Context: an optimization exercise on an open-source flow, tuned for small area. The choices shown serve that exercise and are no tape-out recipe. Only simulation tests tie the RTL to the original design; equivalence was not proved. Power is estimated from default activity; no workload was simulated.

Setup of job 101:
==> flow/design.v (excerpt) <==
module avg_line_sink #(
    parameter int PIXEL_WIDTH  = 8,
    parameter int IMAGE_WIDTH  = 128,
    parameter int IMAGE_HEIGHT = 4,
    parameter int SUM_WIDTH    = PIXEL_WIDTH + $clog2(IMAGE_WIDTH)
) (
    input  logic                              clk,
    input  logic                              arstn,
    input  logic [PIXEL_WIDTH-1:0]            din_data,
    input  logic                              din_valid,
    output logic [$clog2(IMAGE_WIDTH)-1:0]    col,
    output logic [$clog2(IMAGE_HEIGHT+1)-1:0] row,
    output logic                              line_done,
    output logic [SUM_WIDTH-1:0]              line_sum,
    output logic                              frame_done,
    output logic                              rd_avail,
    output logic                              rd_bank,
    input  logic                              rd_en,
    input  logic [$clog2(IMAGE_WIDTH)-1:0]    rd_addr,
    output logic [PIXEL_WIDTH-1:0]            rd_data,
    input  logic                              rd_release,
    output logic                              overflow
);
Size in the first run: roughly 2900 cells after synthesis, roughly 2100 flip-flops, roughly 58 I/O pins.
Settings: LEC_CHECK=0, CAP_MARGIN=20, CORE_MARGIN=2, CORE_UTILIZATION=40, SETUP_SLACK_MARGIN=0.2, SLEW_MARGIN=20, SYNTH_HIERARCHICAL=1, SYNTH_MINIMUM_KEEP_SIZE=0; clock period 4.0 ns.
standard.sh (not shown) runs the stock make flow with config.mk's settings and CLKGATE_MAP_FILE= SYNTH_SCRIPT=/design/flow/synth_recipe.tcl, a recipe that flattens the netlist after the stock synthesis.
==> flow/flow/run.sh <==
#!/bin/bash
# Own flow: the standard layout (standard.sh) with two changes:
#  * after global placement, flow/rebuf.tcl rebuilds the buffer trees of the
#    two enables that reach about a thousand flip-flops each: one buf_8 per
#    compact group of about 128 loads;
#  * the clock tree's root and trunk use clkbuf_16, its leaves drive small
#    clusters through clkbuf_8, without dummy loads.
# make's full output goes to standard.log here; ORFS keeps each step's log
# under orfs/logs/.
set -euo pipefail
CTS_ARGS="-sink_clustering_enable -repair_clock_nets -dont_use_dummy_load"
CTS_ARGS+=" -buf_list sky130_fd_sc_hd__clkbuf_8"
CTS_ARGS+=" -root_buf sky130_fd_sc_hd__clkbuf_16 -tree_buf sky130_fd_sc_hd__clkbuf_16"
CTS_ARGS+=" -sink_clustering_size 16 -sink_clustering_max_diameter 50"
bash standard.sh "CTS_ARGS=$CTS_ARGS" "POST_GLOBAL_PLACE_TCL=$PWD/flow/rebuf.tcl" finish > standard.log 2>&1
==> flow/flow/rebuf.tcl <==
# Rebuild the buffer trees of very high-fanout signal nets: remove the
# buffers that placement put on them, then drive the loads through one buffer
# per compact group of loads.
proc rb_is_buf {inst} {
  set m [[$inst getMaster] getName]
  return [regexp {__(buf_[0-9]+|clkbuf_[0-9]+)$} $m]
}
proc rb_out_net {inst} {
  foreach it [$inst getITerms] { if {[$it isOutputSignal]} { return [$it getNet] } }
  return "NULL"
}
proc rb_driver {net} {
  foreach it [$net getITerms] { if {[$it isOutputSignal]} { return [$it getInst] } }
  return "NULL"
}
# loads of net through buffers: returns {bufs sinks}
proc rb_tree {net} {
  set bufs {}; set sinks {}
  set todo [list $net]
  while {[llength $todo]} {
    set n [lindex $todo 0]; set todo [lrange $todo 1 end]
    foreach it [$n getITerms] {
      if {![$it isInputSignal]} continue
      set inst [$it getInst]
      if {[rb_is_buf $inst]} {
        lappend bufs $inst
        set o [rb_out_net $inst]
        if {$o ne "NULL"} { lappend todo $o }
      } else { lappend sinks $it }
    }
    if {[llength [$n getBTerms]]} { return {} }
  }
  return [list $bufs $sinks]
}
proc rb_rebuffer {min_sinks group buf_cell} {
  set block [ord::get_db_block]
  set done 0
  set roots {}
  foreach net [$block getNets] {
    if {[$net getSigType] ne "SIGNAL"} continue
    set drv [rb_driver $net]
    if {$drv eq "NULL" || [rb_is_buf $drv]} continue
    set t [rb_tree $net]
    if {![llength $t]} continue
    if {[llength [lindex $t 1]] >= $min_sinks} { lappend roots [$net getName] }
  }
  foreach nname $roots {
    set net [$block findNet $nname]
    set drv [rb_driver $net]
    if {$drv eq "NULL" || [rb_is_buf $drv]} continue
    set t [rb_tree $net]
    if {![llength $t]} continue
    lassign $t bufs sinks
    if {[llength $sinks] < $min_sinks} continue
    set nname [$net getName]
    puts "rebuffer: net $nname driver [$drv getName] sinks [llength $sinks] buffers [llength $bufs]"
    if {[llength $bufs]} {
      set cells {}
      foreach b $bufs { lappend cells [get_cells [$b getName]] }
      rsz::remove_buffers_cmd $cells
    }
    # the root net now drives every sink; group sinks by location
    set pts {}
    foreach pin [get_pins -of_objects [get_nets $nname]] {
      if {[get_property $pin direction] ne "input"} continue
      set it [sta::sta_to_db_pin $pin]
      if {$it eq "NULL" || $it eq ""} continue
      lassign [[$it getInst] getLocation] x y
      lappend pts [list $pin $x $y]
    }
    set n [llength $pts]
    set ng [expr {int(ceil(double($n) / $group))}]
    set ncol [expr {int(ceil(sqrt($ng)))}]
    set pts [lsort -integer -index 1 $pts]
    set percol [expr {int(ceil(double($n) / $ncol))}]
    set net [$block findNet $nname]
    set k 0
    for {set c 0} {$c < $ncol} {incr c} {
      set col [lsort -integer -index 2 [lrange $pts [expr {$c*$percol}] [expr {($c+1)*$percol-1}]]]
      set nin [expr {int(ceil(double([llength $col]) / $group))}]
      if {$nin < 1} continue
      set per [expr {int(ceil(double([llength $col]) / $nin))}]
      for {set g 0} {$g < $nin} {incr g} {
        set grp [lrange $col [expr {$g*$per}] [expr {($g+1)*$per-1}]]
        if {![llength $grp]} continue
        if {[llength $grp] < 1} continue
        set sx 0; set sy 0; set lp {}
        foreach q $grp { set sx [expr {$sx + [lindex $q 1]}]; set sy [expr {$sy + [lindex $q 2]}]; lappend lp [lindex $q 0] }
        set cx [expr {$sx / [llength $grp] / 1000.0}]; set cy [expr {$sy / [llength $grp] / 1000.0}]
        insert_buffer -buffer_cell $buf_cell -net [get_nets $nname] -load_pins $lp -location [list $cx $cy] -buffer_name "rebuf_${done}_$k"
        incr k
      }
    }
    puts "rebuffer: net $nname now $k buffers"
    incr done
  }
}

# Nets with at least 300 loads (the line store's shift and load enables):
# one buf_8 per group of about 128 loads.
rb_rebuffer 300 128 sky130_fd_sc_hd__buf_8
Relative to job 101, the following input files were edited for job 102:
Settings: PLACE_DENSITY: unset -> 0.9.
==> flow/flow/run.sh <==
#!/bin/bash
# Own flow: the standard layout (standard.sh) with these changes:
#  * after global placement, flow/rebuf.tcl rebuilds the buffer trees of the
#    two enables that reach about a thousand flip-flops each: one buf_8 per
#    compact group of about 128 loads, and drops the other buffers that
#    timing-driven placement added (later repair steps size and buffer
#    where slew, load or timing need it);
#  * the clock tree's root and trunk use clkbuf_16, its leaves drive small
#    clusters through clkbuf_8, without dummy loads;
#  * every input and output port is buffered with buf_2.
# make's full output goes to standard.log here; ORFS keeps each step's log
# under orfs/logs/.
set -euo pipefail
CTS_ARGS="-sink_clustering_enable -repair_clock_nets -dont_use_dummy_load"
CTS_ARGS+=" -buf_list sky130_fd_sc_hd__clkbuf_8"
CTS_ARGS+=" -root_buf sky130_fd_sc_hd__clkbuf_16 -tree_buf sky130_fd_sc_hd__clkbuf_16"
CTS_ARGS+=" -sink_clustering_size 18 -sink_clustering_max_diameter 55"
bash standard.sh "CTS_ARGS=$CTS_ARGS" "POST_GLOBAL_PLACE_TCL=$PWD/flow/rebuf.tcl" \
    "BUFFER_PORTS_ARGS=-buffer_cell sky130_fd_sc_hd__buf_2" finish > standard.log 2>&1
-- flow/flow/rebuf.tcl --
<<< job 101, line 97
}

# Nets with at least 300 loads (the line store's shift and load enables):
# one buf_8 per group of about 128 loads.
rb_rebuffer 300 128 sky130_fd_sc_hd__buf_8
>>> job 102, line 97
}

# Drop the other buffers that timing-driven placement added; later repair
# steps size gates and buffer only where slew, load or timing need it.
proc rb_drop_placement_buffers {} {
  set cells {}
  foreach inst [[ord::get_db_block] getInsts] {
    set n [$inst getName]
    if {[rb_is_buf $inst] && ![regexp {^(input|output|rebuf_)} $n]} {
      lappend cells [get_cells $n]
    }
  }
  puts "rebuffer: dropping [llength $cells] placement buffers"
  if {[llength $cells]} { rsz::remove_buffers_cmd $cells }
}

# Nets with at least 300 loads (the line store's shift and load enables):
# one buf_8 per group of about 128 loads.
rb_rebuffer 300 128 sky130_fd_sc_hd__buf_8
rb_drop_placement_buffers
==> summary.txt <==
Having completed the whole flow, job 102 delivered a layout that passed the timing, design-rule and antenna checks. Delta (job 102 minus job 101): met1 demand-to-capacity share in global routing moved down, transition time at the pin with the least slew margin grew by 0.089 ns, ratio of routed vias to standard cells picked up an extra 8.6%, worst IR drop on VDD +5.7%, wire length of the first global-routing pass +5600 microns. | non-clock buffer count | job 102 vs job 101 | 118 lower |. [job 102] clock share of power fell 1.9 points relative to job 101. The setup slack of job 102 is larger than that of job 101. Job 101 → job 102: wire length after detailed routing moved up; clock slew seen by the registers of the worst setup and hold paths moved up. Going from job 101 to job 102, the total number of vias was found to have gone up by 1758.
For job 103, these inputs were changed with respect to job 102:
Settings: PLACE_DENSITY removed (was 0.9).
==> flow/flow/run.sh <==
#!/bin/bash
# Own flow: the standard layout (standard.sh) with these changes:
#  * after global placement, flow/rebuf.tcl rebuilds the buffer trees of the
#    two enables that reach about a thousand flip-flops each: one buf_8 per
#    compact group of about 128 loads;
#  * the clock tree's root and trunk use clkbuf_16, its leaves drive small
#    clusters through clkbuf_8, without dummy loads;
#  * every input and output port is buffered with buf_2.
# make's full output goes to standard.log here; ORFS keeps each step's log
# under orfs/logs/.
set -euo pipefail
CTS_ARGS="-sink_clustering_enable -repair_clock_nets -dont_use_dummy_load"
CTS_ARGS+=" -buf_list sky130_fd_sc_hd__clkbuf_8"
CTS_ARGS+=" -root_buf sky130_fd_sc_hd__clkbuf_16 -tree_buf sky130_fd_sc_hd__clkbuf_16"
CTS_ARGS+=" -sink_clustering_size 20 -sink_clustering_max_diameter 60"
bash standard.sh "CTS_ARGS=$CTS_ARGS" "POST_GLOBAL_PLACE_TCL=$PWD/flow/rebuf.tcl" \
    "BUFFER_PORTS_ARGS=-buffer_cell sky130_fd_sc_hd__buf_2" finish > standard.log 2>&1
### Flow results
Job 103 vs. job 102: total detailed-routing wirelength shrank by 5800 microns, final cycle utilization of the critical path decreased 2.3 points, total power closely matched the old numbers, final cell count saw little to no change.
Job 103 -> job 102: multi-input combinational gate total flat
Comparing job 103 and job 102, the higher largest fanout on the critical path is on job 102.
Summary: with job 102 as the reference, power consumed by combinational cells in job 103 moved down by a few percent.
Cell area of job 102 is on par with job 103.
Power spent charging and discharging nets delta (job 102 -> job 103): insignificant
Setup slack: job 103 more than job 102
The run showing the greater maximum vdd drop is job 102.
Modified inputs, job 104 compared to job 103
Settings: clearing SETUP_SLACK_MARGIN, which used to be 0.2.
-- flow/flow/run.sh --
<<< job 103, line 13
CTS_ARGS+=" -buf_list sky130_fd_sc_hd__clkbuf_8"
CTS_ARGS+=" -root_buf sky130_fd_sc_hd__clkbuf_16 -tree_buf sky130_fd_sc_hd__clkbuf_16"
CTS_ARGS+=" -sink_clustering_size 20 -sink_clustering_max_diameter 60"
bash standard.sh "CTS_ARGS=$CTS_ARGS" "POST_GLOBAL_PLACE_TCL=$PWD/flow/rebuf.tcl" \
    "BUFFER_PORTS_ARGS=-buffer_cell sky130_fd_sc_hd__buf_2" finish > standard.log 2>&1
>>> job 104, line 13
CTS_ARGS+=" -buf_list sky130_fd_sc_hd__clkbuf_8"
CTS_ARGS+=" -root_buf sky130_fd_sc_hd__clkbuf_16 -tree_buf sky130_fd_sc_hd__clkbuf_16"
CTS_ARGS+=" -sink_clustering_size 18 -sink_clustering_max_diameter 55"
bash standard.sh "CTS_ARGS=$CTS_ARGS" "POST_GLOBAL_PLACE_TCL=$PWD/flow/rebuf.tcl" \
    "BUFFER_PORTS_ARGS=-buffer_cell sky130_fd_sc_hd__buf_2" finish > standard.log 2>&1
-- flow/flow/rebuf.tcl --
<<< job 103, line 97
}

# Drop the other buffers that timing-driven placement added; later repair
# steps size gates and buffer only where slew, load or timing need it.
proc rb_drop_placement_buffers {} {
  set cells {}
  foreach inst [[ord::get_db_block] getInsts] {
    set n [$inst getName]
    if {[rb_is_buf $inst] && ![regexp {^(input|output|rebuf_)} $n]} {
      lappend cells [get_cells $n]
    }
  }
  puts "rebuffer: dropping [llength $cells] placement buffers"
  if {[llength $cells]} { rsz::remove_buffers_cmd $cells }
}

# Nets with at least 300 loads (the line store's shift and load enables):
# one buf_8 per group of about 128 loads.
rb_rebuffer 300 128 sky130_fd_sc_hd__buf_8
rb_drop_placement_buffers
>>> job 104, line 97
}

# Nets with at least 300 loads (the line store's shift and load enables):
# one buf_8 per group of about 128 loads.
rb_rebuffer 300 128 sky130_fd_sc_hd__buf_8
[summary]
Cell internal power dissipation: job 104 vs job 103 up 1.1%. Between job 103 and job 104, the cell count went up. Looking at share of the cycle needed by the critical path after routing, job 104 sits above job 103. From job 103 to job 104 the numbers moved as follows: number of buffers and inverters on the critical path now sits higher; sum of routed wire length over all layers now sits higher; global-route wire length before repair now sits higher; minimum setup slack among reg-to-reg paths now sits lower; overall power consumption now sits higher.
Edits applied to the flow inputs when going from job 104 to job 105:
Settings: SETUP_SLACK_MARGIN now 0.2, previously not set; PLACE_DENSITY now 0.8, previously not set.
-- flow/flow/run.sh --
<<< job 104, line 3
#  * after global placement, flow/rebuf.tcl rebuilds the buffer trees of the
#    two enables that reach about a thousand flip-flops each: one buf_8 per
#    compact group of about 128 loads;
#  * the clock tree's root and trunk use clkbuf_16, its leaves drive small
#    clusters through clkbuf_8, without dummy loads;
>>> job 105, line 3
#  * after global placement, flow/rebuf.tcl rebuilds the buffer trees of the
#    two enables that reach about a thousand flip-flops each: one buf_8 per
#    compact group of about 128 loads, and drops the other buffers that
#    timing-driven placement added (later repair steps size and buffer
#    where slew, load or timing need it);
#  * the clock tree's root and trunk use clkbuf_16, its leaves drive small
#    clusters through clkbuf_8, without dummy loads;
-- flow/flow/rebuf.tcl --
<<< job 104, line 97
}

# Nets with at least 300 loads (the line store's shift and load enables):
# one buf_8 per group of about 128 loads.
rb_rebuffer 300 128 sky130_fd_sc_hd__buf_8
>>> job 105, line 97
}

# Drop the other buffers that timing-driven placement added; later repair
# steps size gates and buffer only where slew, load or timing need it.
proc rb_drop_placement_buffers {} {
  set cells {}
  foreach inst [[ord::get_db_block] getInsts] {
    set n [$inst getName]
    if {[rb_is_buf $inst] && ![regexp {^(input|output|rebuf_)} $n]} {
      lappend cells [get_cells $n]
    }
  }
  puts "rebuffer: dropping [llength $cells] placement buffers"
  if {[llength $cells]} { rsz::remove_buffers_cmd $cells }
}

# Nets with at least 300 loads (the line store's shift and load enables):
# one buf_8 per group of about 128 loads.
rb_rebuffer 300 128 sky130_fd_sc_hd__buf_8
rb_drop_placement_buffers
[summary]
Job 105 reached the final stage; the timing, design-rule and antenna checks on its layout passed. Worst setup path startpoint: rd_addr[5] -> job 104, rd_addr[3] -> job 105. Changes observed in job 105 relative to job 104: fraction of layout instances using a drive strength above 1 lost 4.4 points, total placed cells including tap cells lost 146, arrival time of the worst setup path saw a decrease, final critical-path share of the clock period lost 2.3 points. Of job 105 and job 104, it is job 105 that has the lower relative contribution of combinational cells to total power. | number of vias in the routed layout | job 105 vs job 104 | ≈ equal |. Global router's overall resource usage: job 104 and job 105 compared, higher one is job 104. Row data required time at the worst endpoint: job 105 lower / job 104 higher. Looking at half-perimeter wire length after detailed placement, job 105 sits about 5.6% below job 104.

==> re-timing with driven ports <==
The flow's constraints put no driver on any port. The routed layouts listed below were extracted and timed again, unchanged, in two steps.
Step 1, drivers: a clkbuf_16 drives clk and a buf_2 each remaining input, both assumed.
Step 2, shift: input delay + t, output delay - t, t = (earliest + latest rising clock arrival at the registers) / 2. This alone moves slack from input paths to output paths.
Slacks: ideal / step 1 / step 2; pairs: ideal / step 1.
| run | t, ns | setup WS [ns] | hold slack, ns | worst setup path after step 2 | clock arrival spread, ns | slew at the worst register clock pin (ns) |
|---|---|---|---|---|---|---|
| job 101 | 0.814 | 0.173 / 0.228 / -0.586 | 0.056 / 0.003 / 0.393 | input to register | 0.111 / 0.112 | 0.10 / 0.10 |
| job 102 | 0.804 | 0.177 / 0.220 / -0.584 | 0.070 / 0.025 / 0.424 | input to register | 0.084 / 0.084 | 0.11 / 0.11 |
| job 103 | 0.813 | 0.271 / 0.320 / -0.493 | 0.030 / -0.018 / 0.373 | input to register | 0.092 / 0.092 | 0.12 / 0.12 |
| job 104 | 0.797 | 0.135 / 0.176 / -0.622 | 0.281 / 0.235 / 0.360 | input to register | 0.095 / 0.095 | 0.11 / 0.11 |
| job 105 | 0.807 | 0.227 / 0.268 / -0.540 | 0.058 / 0.004 / 0.389 | input to register | 0.081 / 0.081 | 0.11 / 0.11 |
With both steps, setup timing fails in every run listed, where it was met with ideal ports. For job 105, which loses most, drivers alone change the setup slack by +0.041 ns; drivers and shift together by -0.767 ns.
